This design comes from an exercise in tuning for small area, a short achievable clock period and few clock cycles per item on the open sky130 flow, not from production work. At most, simulation tests tie the RTL to the original design; equivalence was not proved. No activity file was given, so power comes from the tool's default toggle rates.

==> module chan_dispatch, before the edit <==
module chan_dispatch
#(
  parameter int NUM_CHANNELS = 8,
  parameter int NUM_TRK      = 3,     
  parameter int NUM_Q        = 3      
)
(
  input  logic                      pl_clk0_buf_int,
  input  logic                      rst_n,
  input  evt_router_pkg::wait_t     dw_m1,
  input  logic                      dw_zero,
  output logic                      go,
  output logic                      go_nxt,
  input  logic                      lkp_push,
  input  evt_router_pkg::key_t      lkp_key,
  input  logic [NUM_CHANNELS-1:0]   lkp_ch,
  output logic [NUM_CHANNELS-1:0]   ch_vld,
  output evt_router_pkg::key_t [NUM_CHANNELS-1:0] ch_key,
  input  logic [NUM_CHANNELS-1:0]   ch_rdy,
  output evt_router_pkg::count_t    dropped_cnt
);
  logic [NUM_Q-1:0]          q_vld;
  evt_router_pkg::key_t      q_key [NUM_Q];
  logic [NUM_CHANNELS-1:0]   q_ch  [NUM_Q];
  logic [NUM_Q-1:0]          q_old [NUM_Q];
  logic [NUM_TRK-1:0]        t_bsy;
  logic [NUM_CHANNELS-1:0]   t_ch  [NUM_TRK];   
  evt_router_pkg::wait_t     t_rem [NUM_TRK];   
  logic [NUM_TRK-1:0]        t_exp;             
  logic                      t_free;            
  logic [NUM_TRK-1:0]        t_rdy;
  logic [NUM_TRK-1:0]        t_drop;
  logic [NUM_TRK-1:0]        t_keep;            
  logic [NUM_TRK-1:0]        t_bsy_nxt;
  logic [NUM_TRK-1:0]        t_take;
  logic [NUM_CHANNELS-1:0]   c_exp;
  logic [NUM_CHANNELS-1:0]   c_free;            
  logic [NUM_CHANNELS-1:0]   c_load;
  logic [NUM_CHANNELS-1:0]   c_stay;
  logic                      pop;
  evt_router_pkg::key_t      s_key;
  logic [1:0]                n_drop;
  logic [1:0]                drop_pend;
  logic [NUM_Q-1:0]          q_ld;
  logic [NUM_Q-1:0]          q_sel;
  logic [NUM_Q-1:0]          q_put;             
  logic [NUM_Q-1:0]          q_nxt;
  always_comb
  begin
    c_exp = '0;
    for (int i = 0; i < NUM_TRK; i++)
      c_exp = c_exp | (t_ch[i] & {NUM_CHANNELS{t_exp[i]}});
  end
  assign c_free = ~ch_vld | ch_rdy | c_exp;
  assign c_stay = ch_vld & ~c_free;
  always_comb
  begin
    for (int i = 0; i < NUM_Q; i++)
      q_ld[i] = t_free && q_vld[i] && |(q_ch[i] & c_free);
    for (int i = 0; i < NUM_Q; i++)
    begin
      q_sel[i] = q_ld[i];
      for (int j = 0; j < NUM_Q; j++)
        if (j != i && q_ld[j] && q_old[j][i])
          q_sel[i] = 1'b0;
    end
    s_key  = '0;
    c_load = '0;
    for (int i = 0; i < NUM_Q; i++)
    begin
      s_key  = s_key  | (q_key[i] & {32{q_sel[i]}});
      c_load = c_load | (q_ch[i]  & {NUM_CHANNELS{q_sel[i]}});
    end
    q_put = '0;
    for (int i = NUM_Q - 1; i >= 0; i--)
      if (!q_vld[i])
        q_put = NUM_Q'(1) << i;
    q_put = q_put & {NUM_Q{lkp_push}};
    q_nxt = (q_vld & ~q_sel) | q_put;
  end
  assign pop    = |q_sel;
  assign go_nxt = !(&q_nxt);
  always_comb
  begin
    logic found;
    found  = 1'b0;
    t_take = '0;
    for (int i = 0; i < NUM_TRK; i++)
    begin
      t_take[i] = pop && !t_bsy[i] && !found;
      found     = found || !t_bsy[i];
    end
    n_drop = '0;
    for (int i = 0; i < NUM_TRK; i++)
    begin
      t_rdy[i]     = |(t_ch[i] & ch_rdy);
      t_drop[i]    = t_exp[i] && !t_rdy[i];
      t_keep[i]    = t_bsy[i] && !t_exp[i] && !t_rdy[i];
      t_bsy_nxt[i] = t_keep[i] || t_take[i];
      n_drop       = n_drop + 2'(t_drop[i]);
    end
  end
  always_ff @(posedge pl_clk0_buf_int or negedge rst_n)
  begin
    if (!rst_n)
    begin
      q_vld  <= '0;
      go     <= 1'b0;
      ch_vld <= '0;
      t_bsy  <= '0;
      t_exp  <= '0;
      t_free <= 1'b0;
    end
    else
    begin
      q_vld  <= q_nxt;
      go     <= go_nxt;
      ch_vld <= c_stay | c_load;
      t_bsy  <= t_bsy_nxt;
      t_free <= !(&t_bsy_nxt);
      for (int i = 0; i < NUM_TRK; i++)
        if (t_take[i])
          t_exp[i] <= !dw_zero && (dw_m1 == '0);
        else
          t_exp[i] <= t_keep[i] && !dw_zero && (t_rem[i] == evt_router_pkg::wait_t'(1));
    end
  end
  always_ff @(posedge pl_clk0_buf_int)
  begin
    for (int i = 0; i < NUM_Q; i++)
    begin
      if (q_put[i])
      begin
        q_key[i] <= lkp_key;
        q_ch[i]  <= lkp_ch;
        for (int j = 0; j < NUM_Q; j++)
          q_old[i][j] <= 1'b0;
      end
      for (int j = 0; j < NUM_Q; j++)
        if (q_put[j] && j != i)
          q_old[i][j] <= 1'b1;
    end
    for (int c = 0; c < NUM_CHANNELS; c++)
      ch_key[c] <= (s_key & {32{c_load[c]}}) | (ch_key[c] & {32{c_stay[c]}});
    for (int i = 0; i < NUM_TRK; i++)
    begin
      if (t_take[i])
      begin
        t_ch[i]  <= c_load;
        t_rem[i] <= dw_m1;
      end
      else
        t_rem[i] <= t_rem[i] - 1'b1;
    end
  end
  always_ff @(posedge pl_clk0_buf_int or negedge rst_n)
  begin
    if (!rst_n)
    begin
      drop_pend   <= '0;
      dropped_cnt <= '0;
    end
    else
    begin
      drop_pend   <= n_drop;
      dropped_cnt <= dropped_cnt + evt_router_pkg::count_t'(drop_pend);
    end
  end
endmodule
==> flow/config.mk <==
export PLATFORM = sky130hd
export DESIGN_NAME = evt_router_top
export DESIGN_NICKNAME = evt_router_top
export VERILOG_FILES = /design/flow/design.v
export SDC_FILE = /design/flow/constraint.sdc
export NUM_CORES = 4
export LEC_CHECK = 0
export ABC_CLOCK_PERIOD_IN_PS = 2500
export CAP_MARGIN = 20
export CORE_MARGIN = 2
export CORE_UTILIZATION = 40
export SETUP_SLACK_MARGIN = 2.9
export SLEW_MARGIN = 20
export TNS_END_PERCENT = 0
==> flow/constraint.sdc <==
create_clock -name core_clock -period 5.5 [get_ports {pl_clk0_buf_int}]
set_input_delay 1.1000 -clock core_clock [delete_from_list [all_inputs] [get_ports {pl_clk0_buf_int}]]
set_output_delay 1.1000 -clock core_clock [all_outputs]
set_load 0.01 [all_outputs]
standard.sh (not shown) runs the stock make flow with config.mk's settings and CLKGATE_MAP_FILE= SYNTH_SCRIPT=/design/flow/synth_recipe.tcl, a recipe that flattens the netlist after the stock synthesis.
==> flow/flow/run.sh <==
#!/bin/bash
# The standard layout, with plain buffers on the ports: ORFS's buffer_ports
# otherwise picks a delay cell (clkdlybuf4s50_1) for every port buffer.
set -euo pipefail
cd "$(dirname "$0")/.."
export BUFFER_PORTS_ARGS="-buffer_cell sky130_fd_sc_hd__buf_2"
bash standard.sh > make_finish.log 2>&1
Testbench counts at the start, summed over its fixed seeds: cycles 17,130, items 16,000.
Rerun with:
--- a/flow/design.v
+++ b/flow/design.v
@@ -265,12 +265,14 @@
   input  logic [NUM_CHANNELS-1:0]   lkp_ch,
   output logic [NUM_CHANNELS-1:0]   ch_vld,
   output evt_router_pkg::key_t [NUM_CHANNELS-1:0] ch_key,
   input  logic [NUM_CHANNELS-1:0]   ch_rdy,
   output evt_router_pkg::count_t    dropped_cnt
 );
+  localparam int TW = (NUM_TRK > 1) ? $clog2(NUM_TRK) : 1;
+  localparam int QW = (NUM_Q > 1) ? $clog2(NUM_Q) : 1;
   logic [NUM_Q-1:0]          q_vld;
   evt_router_pkg::key_t      q_key [NUM_Q];
   logic [NUM_CHANNELS-1:0]   q_ch  [NUM_Q];
   logic [NUM_Q-1:0]          q_old [NUM_Q];
   logic [NUM_TRK-1:0]        t_bsy;
   logic [NUM_CHANNELS-1:0]   t_ch  [NUM_TRK];   
Non-clock buffer count does not change.
Fmax is unchanged.
Worst setup slack does not change.
Hold slack stays the same.
Cell count is unchanged.
Sequential power hardly moves.
Design area does not change.
Utilization stays the same.
Count of clock-buffer cells in the layout is unchanged.
For the second run of this note, only the layout was checked, not whether the RTL still works.

re-timing with driven ports:
How much do the figures lean on ideal ports? The routed layouts below were timed once more, with nothing changed but the port constraints.
Step 1 (the two cells are an assumption about what drives the block):
set clk [get_ports {pl_clk0_buf_int}]
set_driving_cell -lib_cell sky130_fd_sc_hd__clkbuf_16 $clk
set_driving_cell -lib_cell sky130_fd_sc_hd__buf_2 [delete_from_list [all_inputs] $clk]
Step 2 moves the port delays by t, midway between the first and last clock arrival at a register: inputs arrive t later, outputs are due t later. That takes back most of the time a late clock gives input paths.
a / b / c = ideal ports / drivers / drivers and shift; a / b = the first two.
run	t (ns)	setup slack, ns	latest minus earliest clock arrival (ns)	worst data-port slew with drivers (ns)
the first run	0.911	2.524 / 2.524 / 1.885	0.048 / 0.047	0.17
the second run	0.911	2.524 / 2.524 / 1.885	0.048 / 0.047	0.17
After both steps setup and hold are still met in every run listed.
